Background: an optimization exercise with open tools, aiming at small area, a short achievable clock period and few clock cycles per item. Do not read the settings as production practice.

Design conv_top, start of the top module:
module conv_top
#(
    parameter int IMG_BITS = 6    
) (
    input  wire               clk,
    input  wire               rst,
    input  wire               ready,
    input  conv_pkg::pix_t         idata,
    input  conv_pkg::pix_t         cdata_rd,
    output logic              busy,
    output logic              cwr,
    output logic              crd,
    output logic [conv_pkg::ADDR_W-1:0] iaddr,
    output logic [conv_pkg::ADDR_W-1:0] caddr_wr,
    output logic [conv_pkg::ADDR_W-1:0] caddr_rd,
    output conv_pkg::pix_t              cdata_wr,
    output logic [2:0]        csel
);
Size: ~3,100 cells after synthesis, ~110 I/O pins, about 0.043 mm^2 of cells after synthesis.
clock: 12.5 ns
lec_check: 0
cap_margin: 20
core_margin: 2
core_utilization: 55
cts_cluster_diameter: 200
cts_cluster_size: 20
slew_margin: 20
synth_hierarchical: 1
synth_minimum_keep_size: 0
standard.sh (not shown) runs the stock make flow with config.mk's settings and CLKGATE_MAP_FILE= SYNTH_SCRIPT=/design/flow/synth_recipe.tcl, a recipe that flattens the netlist after the stock synthesis.
==> flow/flow/run.sh <==
#!/bin/bash
# The standard layout (the standard.sh, unchanged synthesis and steps),
# with ORFS's repair_timing asked to reach a setup slack of 8.4 ns.
# The SDC and clock period are the standard flow's own.
set -euo pipefail
bash standard.sh SETUP_SLACK_MARGIN=8.4 finish > standard_run.log 2>&1
Edit:
--- a/flow/design.v
+++ b/flow/design.v
@@ -340,23 +340,23 @@
     conv_fa u_fa458 (.a(w[416]), .b(w[374]), .c(~w[376]), .s(w[457]), .co(w[458]));
     assign vs = {1'b0, w[458], w[456], w[454], w[452], w[450], w[448], w[446], w[444], w[442], w[440], w[438], w[436], w[434], w[432], w[430], w[428], w[426], w[424], w[422], w[420], w[418], w[417]};
     assign vc = {1'b0, 1'b0, w[457], w[455], w[453], w[451], w[449], w[447], w[445], w[443], w[441], w[439], w[437], w[435], w[433], w[431], w[429], w[427], w[425], w[423], w[421], w[419], nib[24]};
     assign ls = vs ^ 23'b00000000000000000000000;
     assign lc = vc ^ 23'b00000000000000000000001;
     localparam logic [18:0] PS = 19'b0000000000000000000;
     localparam logic [18:0] PC = 19'b0000000000000000000;
-    logic [4:0]  lo;
-    logic [15:0] hi;
-    logic [19:0] fin;
     logic [15:0] ha_s, ha_c;
+    logic [20:0] fsum;
+    logic [19:0] fin;
     assign ha_s = acc_s[15:0] ^ PS[15:0];
     assign ha_c = acc_c[15:0] ^ PC[15:0];
-    assign lo  = {1'b0, nib_s} + {1'b0, nib_c} + {4'b0, sc};
-    assign hi  = ha_s + ha_c + {15'b0, lo[4]};
-    assign fin = {hi, lo[3:0]};
+    assign fsum = {ha_s, nib_s, 1'b1} + {ha_c, nib_c, sc};
+    assign fin  = fsum[20:1];
+    logic [4:0]  lo;
+    assign lo   = {1'b0, nib_s} + {1'b0, nib_c} + {4'b0, sc};
     assign result = fin;
     always_ff @(posedge clk) begin
         acc_s <= ls[22:4] ^ PS;
         acc_c <= lc[22:4] ^ PC;
         nib_s <= ls[3:0];
         nib_c <= lc[3:0];
         sc    <= first ? 1'b0 : lo[4];
@@ -631,23 +631,23 @@
     assign w[452] = w[410] & w[370];
     assign vs = {1'b0, w[452], w[450], w[448], w[446], w[444], w[442], w[440], w[438], w[436], w[434], w[432], w[430], w[428], w[426], w[424], w[422], w[420], w[418], w[416], w[414], w[412], w[411]};
     assign vc = {1'b0, 1'b0, w[451], w[449], w[447], w[445], w[443], w[441], w[439], w[437], w[435], w[433], w[431], w[429], w[427], w[425], w[423], w[421], w[419], w[417], w[415], w[413], nib[24]};
     assign ls = vs ^ 23'b00000000000000000000000;
     assign lc = vc ^ 23'b00000000000000000000001;
     localparam logic [18:0] PS = 19'b0000000000000000000;
     localparam logic [18:0] PC = 19'b0000000000000000000;
-    logic [4:0]  lo;
-    logic [15:0] hi;
-    logic [19:0] fin;
     logic [15:0] ha_s, ha_c;
+    logic [20:0] fsum;
+    logic [19:0] fin;
     assign ha_s = acc_s[15:0] ^ PS[15:0];
     assign ha_c = acc_c[15:0] ^ PC[15:0];
-    assign lo  = {1'b0, nib_s} + {1'b0, nib_c} + {4'b0, sc};
-    assign hi  = ha_s + ha_c + {15'b0, lo[4]};
-    assign fin = {hi, lo[3:0]};
+    assign fsum = {ha_s, nib_s, 1'b1} + {ha_c, nib_c, sc};
+    assign fin  = fsum[20:1];
+    logic [4:0]  lo;
+    assign lo   = {1'b0, nib_s} + {1'b0, nib_c} + {4'b0, sc};
     assign result = fin;
     always_ff @(posedge clk) begin
         acc_s <= ls[22:4] ^ PS;
         acc_c <= lc[22:4] ^ PC;
         nib_s <= ls[3:0];
         nib_c <= lc[3:0];
         sc    <= first ? 1'b0 : lo[4];
What happened: The changed run passed the timing, DRC and antenna checks; hold slack got worse by 0.0039 ns; setup slack improved by 0.013 ns; via count climbs by a few percent; maximum frequency climbs slightly; final cell count climbs by a few percent; design area climbs slightly; die area climbs slightly.
No functional check of the RTL was part of any run of this note.

R:
conv_top, a different RTL version from the one above (not shown whole).
For scale: about 3000 cells after synthesis, ~110 I/O pins, roughly 42000 sq um of cells after synthesis.
==> flow/config.mk <==
export PLATFORM = sky130hd
export DESIGN_NAME = conv_top
export DESIGN_NICKNAME = conv_top
export VERILOG_FILES = /design/flow/design.v
export SDC_FILE = /design/flow/constraint.sdc
export NUM_CORES = 4
export LEC_CHECK = 0
export CAP_MARGIN = 20
export CORE_MARGIN = 2
export CORE_UTILIZATION = 55
export CTS_CLUSTER_DIAMETER = 200
export CTS_CLUSTER_SIZE = 20
export SLEW_MARGIN = 20
export SYNTH_HIERARCHICAL = 1
export SYNTH_MINIMUM_KEEP_SIZE = 0
==> flow/constraint.sdc <==
create_clock -name core_clock -period 12.5 [get_ports {clk}]
set_input_delay 2.5000 -clock core_clock [delete_from_list [all_inputs] [get_ports {clk}]]
set_output_delay 2.5000 -clock core_clock [all_outputs]
set_load 0.01 [all_outputs]
==> flow/flow/run.sh <==
#!/bin/bash
# The standard layout (the standard.sh, unchanged synthesis and steps),
# with ORFS's repair_timing asked to reach a setup slack of 8.8 ns.
# The SDC and clock period are the standard flow's own.
set -euo pipefail
bash standard.sh SETUP_SLACK_MARGIN=8.8 finish > standard_run.log 2>&1
## Diff of input files: Q against R
diff --git a/flow/design.v b/flow/design.v
--- a/flow/design.v
+++ b/flow/design.v
@@ -65,13 +65,13 @@
 endmodule
 module conv_mac_k0 (
     input  wire        clk,
     input  wire [4:0]  ph,      
     input  wire [35:0] nib,     
     output logic [19:0] res_s,  
-    output logic [19:0] res_c,  
+    output logic [15:0] res_c,  
     output logic        res_ci
 );
     logic [18:0] acc_s, acc_c;    
     logic [3:0]  nib_s, nib_c;    
     logic        sc;              
     logic [22:0] vs, vc;       
@@ -343,17 +343,17 @@
     assign lc = vc ^ 23'b00000000000000000000000;
     localparam logic [18:0] PS = 19'b0000000000000000000;
     localparam logic [18:0] PC = 19'b0000000000000000000;
     logic [15:0] ha_s, ha_c;
     assign ha_s = acc_s[15:0] ^ PS[15:0];
     assign ha_c = acc_c[15:0] ^ PC[15:0];
-    assign res_s  = {ha_s, nib_s};
-    assign res_c  = {ha_c, nib_c};
-    assign res_ci = sc;
     logic [4:0]  lo;
     assign lo   = {1'b0, nib_s} + {1'b0, nib_c} + {4'b0, sc};
+    assign res_s  = {ha_s, lo[3:0]};
+    assign res_c  = ha_c;
+    assign res_ci = lo[4];
     always_ff @(posedge clk) begin
         acc_s <= ls[22:4] ^ PS;
         acc_c <= lc[22:4] ^ PC;
         nib_s <= ls[3:0];
         nib_c <= lc[3:0];
         sc    <= lo[4] & nfirst;
@@ -361,13 +361,13 @@
 endmodule
 module conv_mac_k1 (
     input  wire        clk,
     input  wire [4:0]  ph,      
     input  wire [35:0] nib,     
     output logic [19:0] res_s,  
-    output logic [19:0] res_c,  
+    output logic [15:0] res_c,  
     output logic        res_ci
 );
     logic [18:0] acc_s, acc_c;    
     logic [3:0]  nib_s, nib_c;    
     logic        sc;              
     logic [22:0] vs, vc;       
@@ -637,17 +637,17 @@
     assign lc = vc ^ 23'b00000001000111000000000;
     localparam logic [18:0] PS = 19'b0000001000111000000;
     localparam logic [18:0] PC = 19'b0000000100011100000;
     logic [15:0] ha_s, ha_c;
     assign ha_s = acc_s[15:0] ^ PS[15:0];
     assign ha_c = acc_c[15:0] ^ PC[15:0];
-    assign res_s  = {ha_s, nib_s};
-    assign res_c  = {ha_c, nib_c};
-    assign res_ci = sc;
     logic [4:0]  lo;
     assign lo   = {1'b0, nib_s} + {1'b0, nib_c} + {4'b0, sc};
+    assign res_s  = {ha_s, lo[3:0]};
+    assign res_c  = ha_c;
+    assign res_ci = lo[4];
     always_ff @(posedge clk) begin
         acc_s <= ls[22:4] ^ PS;
         acc_c <= lc[22:4] ^ PC;
         nib_s <= ls[3:0];
         nib_c <= lc[3:0];
         sc    <= lo[4] & nfirst;
@@ -688,16 +688,16 @@
     input  wire               rst,
     input  wire               ready,
     input  wire  [19:0]       rs0,          
     input  wire  [19:0]       rs1,          
     input  wire  [19:0]       rs2,
     input  wire  [19:0]       rs3,
-    input  wire  [19:0]       rc0,
-    input  wire  [19:0]       rc1,
-    input  wire  [19:0]       rc2,
-    input  wire  [19:0]       rc3,
+    input  wire  [15:0]       rc0,
+    input  wire  [15:0]       rc1,
+    input  wire  [15:0]       rc2,
+    input  wire  [15:0]       rc3,
     input  wire  [3:0]        rci,
     output logic [4:0]        ph,
     output logic [5:0]        rb,           
     output logic [6:0]        rj,           
     output logic              busy,
     output logic              cwr,
@@ -762,21 +762,22 @@
     assign odd = wj[0];
     assign res = vr && !ph[4];
     assign p0  = vr && ph[4] && odd;
     assign p1  = vs && ph[4] && !odd && (wj != 7'd0);
     assign q   = {ph[2] | ph[3], ph[1] | ph[3]};
     assign bc1 = wj[5:1] - 5'd1;
-    logic [19:0] fa_s, fa_c;
+    logic [19:0] fa_s;
+    logic [15:0] fa_c;
     logic        fa_ci;
-    logic [20:0] fsum;
+    logic [16:0] fsum;
     assign fa_s  = ({20{ph[0]}} & rs0) | ({20{ph[1]}} & rs1) | ({20{ph[2]}} & rs2) | ({20{ph[3]}} & rs3);
-    assign fa_c  = ({20{ph[0]}} & rc0) | ({20{ph[1]}} & rc1) | ({20{ph[2]}} & rc2) | ({20{ph[3]}} & rc3);
+    assign fa_c  = ({16{ph[0]}} & rc0) | ({16{ph[1]}} & rc1) | ({16{ph[2]}} & rc2) | ({16{ph[3]}} & rc3);
     assign fa_ci = |(ph[3:0] & rci);
-    assign fsum  = {fa_s, 1'b1} + {fa_c, fa_ci};
+    assign fsum  = {fa_s[19:4], 1'b1} + {fa_c, fa_ci};
     always_comb begin
-        rv = fsum[20:1];
+        rv = {fsum[16:1], fa_s[3:0]};
         if (rv[19]) rv = '0;    
     end
     always_ff @(posedge clk or posedge rst) begin
         if (rst)
             cwr <= 1'b0;
         else
@@ -838,13 +839,13 @@
     logic [4:0]  ph;
     logic [5:0]  rb;
     logic [6:0]  rj;
     logic [99:0] s [0:3];
     logic [35:0] nib [0:3];
     logic [19:0] rs [0:3];
-    logic [19:0] rc [0:3];
+    logic [15:0] rc [0:3];
     logic [3:0]  rci;
     logic [4:0]  lph [0:3];
     always_comb begin
         for (int j = 0; j < 4; j++) begin
             for (int t = 0; t < 9; t++)
                 nib[j][4*t +: 4] = s[t / 3 + j / 2][20 + 20 * (t % 3) - 4 * (j + 3 - (t / 3 + j / 2)) +: 4];
==> comparison <==
Any difference in total area of multi-input combinational cells between Q and R is small enough to ignore. Delta (Q minus R): share of the core filled with cells in the final layout rose 0.27 points, number of buffers other than clock buffers in the final layout rose by 18, synthesized area saw a decrease. Q -> R: final design area excluding fillers flat. The termination of the worst setup path comes out u_mac_k0_top.acc_c[10]$_DFF_P_ in one run and u_layer_ctrl.wdata[3]$_DFF_P_ in the other, namely in R and Q respectively. Taking R as the reference, in Q die area neither gained nor lost much; final clock period utilization by the worst path picked up an extra 0.84 points; global-route usage lost 0.20 points; wire length lost about 1.4%. Cmp R and Q / number of diodes / lower: Q. Compared to R, Q has final worst-path setup slack 0.11 ns lower. Relative to R, the via count of Q is lower by 193.
Function was not checked in any run of this note: the RTL went through the layout flow alone.

Another version of the RTL of conv_top (not shown whole).
Size in the first run: ~3,000 cells after synthesis, about 110 I/O pins, about 42,000 sq um of cells after synthesis.
==> module max_pool, before the edit <==
module max_pool (
    input  wire          clk,
    input  wire          upd,       
    input  wire          kern,      
    input  wire          first,     
    input  wire          pk,        
    input  wire  [18:0]  v,
    output logic [18:0]  m0,
    output logic [18:0]  pk1
);
    logic [18:0] m1;
    logic [18:0] m;
    logic        take;
    assign m    = kern ? m1 : m0;
    assign take = first || (v > m);
    always_ff @(posedge clk) begin
        if (upd) begin
            if (pk)
                pk1 <= take ? v : m1;
            else if (take) begin
                if (kern) m1 <= v;
                else      m0 <= v;
            end
        end
    end
endmodule
==> module layer_ctrl, before the edit <==
module layer_ctrl (
    input  wire               clk,
    input  wire               rst,
    input  wire               ready,
    input  wire  [19:0]       r0,           
    input  wire  [19:0]       r1,
    input  wire  [19:0]       r2,
    input  wire  [19:0]       r3,
    output logic [4:0]        ph,
    output logic [5:0]        rb,           
    output logic [6:0]        rj,           
    output logic              busy,
    output logic              cwr,
    output logic              crd,
    output logic [conv_pkg::ADDR_W-1:0] caddr_wr,
    output logic [conv_pkg::ADDR_W-1:0] caddr_rd,
    output conv_pkg::pix_t              cdata_wr,
    output logic [2:0]        csel
);
    logic        run;
    logic [5:0]  wb;
    logic [6:0]  wj;
    logic        last;
    assign last = (wb == 6'd32) && ph[0];
    always_ff @(posedge clk or posedge rst) begin
        if (rst) begin
            run  <= 1'b0;
            busy <= 1'b0;
        end else if (!run) begin
            if (ready) begin
                run  <= 1'b1;
                busy <= 1'b1;
            end
        end else if (last) begin
            run  <= 1'b0;
            busy <= 1'b0;
        end
    end
    always_ff @(posedge clk) begin
        if (!run) begin
            ph <= 5'b00001;
            rb <= 6'd63;
            rj <= 7'd64;
            wb <= 6'd63;
            wj <= 7'd60;
        end else begin
            ph <= {ph[3:0], ph[4]};
            if (ph[4]) begin
                if (rj[6]) begin
                    rj <= '0;
                    rb <= rb + 6'd1;
                end else begin
                    rj <= rj + 7'd1;
                end
                if (wj[6]) begin
                    wj <= '0;
                    wb <= wb + 6'd1;
                end else begin
                    wj <= wj + 7'd1;
                end
            end
        end
    end
    logic        vs, vr, odd;
    logic        res, p0, p1;
    logic [1:0]  q;
    logic [19:0] rv;
    logic [18:0] m0, pk1;
    logic [4:0]  bc1;
    assign vs  = run && !wb[5];
    assign vr  = vs && !wj[6];
    assign odd = wj[0];
    assign res = vr && !ph[4];
    assign p0  = vr && ph[4] && odd;
    assign p1  = vs && ph[4] && !odd && (wj != 7'd0);
    assign q   = {ph[2] | ph[3], ph[1] | ph[3]};
    assign bc1 = wj[5:1] - 5'd1;
    always_comb begin
        rv = ({20{ph[0]}} & r0) | ({20{ph[1]}} & r1) | ({20{ph[2]}} & r2) | ({20{ph[3]}} & r3);
        if (rv[19]) rv = '0;    
    end
    always_ff @(posedge clk or posedge rst) begin
        if (rst)
            cwr <= 1'b0;
        else
            cwr <= res || p0 || p1;
    end
    logic [18:0] wdata;
    always_ff @(posedge clk) begin
        if (ph[4]) begin
            csel     <= odd ? conv_pkg::SEL_L1_K0 : conv_pkg::SEL_L1_K1;
            caddr_wr <= {2'b00, wb[4:0], odd ? wj[5:1] : bc1};
            wdata    <= odd ? m0 : pk1;
        end else begin
            csel     <= q[0] ? conv_pkg::SEL_L0_K1 : conv_pkg::SEL_L0_K0;
            caddr_wr <= {wb[4:0], q[1], wj[5:0]};
            wdata    <= rv[18:0];
        end
    end
    assign cdata_wr = {1'b0, wdata};
    logic upd_q, kern_q, first_q, pk_q;
    always_ff @(posedge clk) begin
        upd_q   <= res;
        kern_q  <= q[0];
        first_q <= !odd && !q[1];
        pk_q    <= odd && (q == 2'd3);
    end
    max_pool u_max_pool (
        .clk   (clk),
        .upd   (upd_q),
        .kern  (kern_q),
        .first (first_q),
        .pk    (pk_q),
        .v     (wdata),
        .m0    (m0),
        .pk1   (pk1)
    );
    assign crd      = 1'b0;
    assign caddr_rd = '0;
endmodule
Settings: LEC_CHECK=0, CAP_MARGIN=20, CORE_MARGIN=2, CORE_UTILIZATION=55, CTS_CLUSTER_DIAMETER=200, CTS_CLUSTER_SIZE=20, SLEW_MARGIN=20, SYNTH_HIERARCHICAL=1, SYNTH_MINIMUM_KEEP_SIZE=0; clock period 12.5 ns.
Scripts as last shown in full above: flow/flow/run.sh
The first run finished clean.
==> next run, changes <==
--- a/flow/design.v
+++ b/flow/design.v
@@ -656,10 +656,10 @@
     input  wire          first,     
     input  wire          pk,        
-    input  wire  [18:0]  v,
-    output logic [18:0]  m0,
-    output logic [18:0]  pk1
+    input  wire  [19:0]  v,
+    output logic [19:0]  m0,
+    output logic [19:0]  pk1
 );
-    logic [18:0] m1;
-    logic [18:0] m;
+    logic [19:0] m1;
+    logic [19:0] m;
     logic        take;
     assign m    = kern ? m1 : m0;
@@ -745,5 +745,5 @@
     logic [1:0]  q;
     logic [19:0] rv;
-    logic [18:0] m0, pk1;
+    logic [19:0] m0, pk1;
     logic [4:0]  bc1;
     assign vs  = run && !wb[5];
@@ -765,17 +765,15 @@
             cwr <= res || p0 || p1;
     end
-    logic [18:0] wdata;
     always_ff @(posedge clk) begin
         if (ph[4]) begin
             csel     <= odd ? conv_pkg::SEL_L1_K0 : conv_pkg::SEL_L1_K1;
             caddr_wr <= {2'b00, wb[4:0], odd ? wj[5:1] : bc1};
-            wdata    <= odd ? m0 : pk1;
+            cdata_wr <= odd ? m0 : pk1;
         end else begin
             csel     <= q[0] ? conv_pkg::SEL_L0_K1 : conv_pkg::SEL_L0_K0;
             caddr_wr <= {wb[4:0], q[1], wj[5:0]};
-            wdata    <= rv[18:0];
+            cdata_wr <= rv;
         end
     end
-    assign cdata_wr = {1'b0, wdata};
     logic upd_q, kern_q, first_q, pk_q;
     always_ff @(posedge clk) begin
@@ -791,5 +789,5 @@
         .first (first_q),
         .pk    (pk_q),
-        .v     (wdata),
+        .v     (cdata_wr),
         .m0    (m0),
         .pk1   (pk1)
Effect:
- wire length is about the same
- design area goes up by about 0.8%
- flip-flop and latch count grows by 4
- cell count grows by 0.54%
- die area is higher by 0.46%
No functional check of the RTL was part of any run of this note.

==> afterwards: timing with drivers on the ports <==
How much do the figures lean on ideal ports? The routed layouts below were timed once more, with nothing changed but the port constraints. Step 1 sets driving cells, clkbuf_16 on the clock port and buf_2 on the other inputs (assumed; they add their load-dependent delay and slew). Step 2 also shifts input and output timing later by t, the mid clock arrival at the registers, as if the neighbouring blocks saw the same clock. Slacks: no drivers / after step 1 / after step 2; pairs: no drivers / after step 1.
| run | shift t [ns] | slack for setup (ns) | hold WS [ns] |
|---|---|---|---|
| the first run of note 1 | 0.676 | 8.439 / 8.373 / 8.439 | 0.315 / 0.315 / 0.315 |
| the second run of note 1 | 0.676 | 8.453 / 8.389 / 8.465 | 0.312 / 0.312 / 0.312 |
| R | 0.676 | 8.846 / 8.783 / 8.846 | 0.306 / 0.306 / 0.306 |
| Q | 0.678 | 8.740 / 8.740 / 8.740 | 0.308 / 0.308 / 0.308 |
| the first run of note 3 | 0.682 | 8.561 / 8.561 / 8.561 | 0.303 / 0.303 / 0.303 |
| the second run of note 3 | 0.693 | 8.629 / 8.629 / 8.629 | 0.319 / 0.319 / 0.319 |
After both steps setup and hold are still met in every run listed.
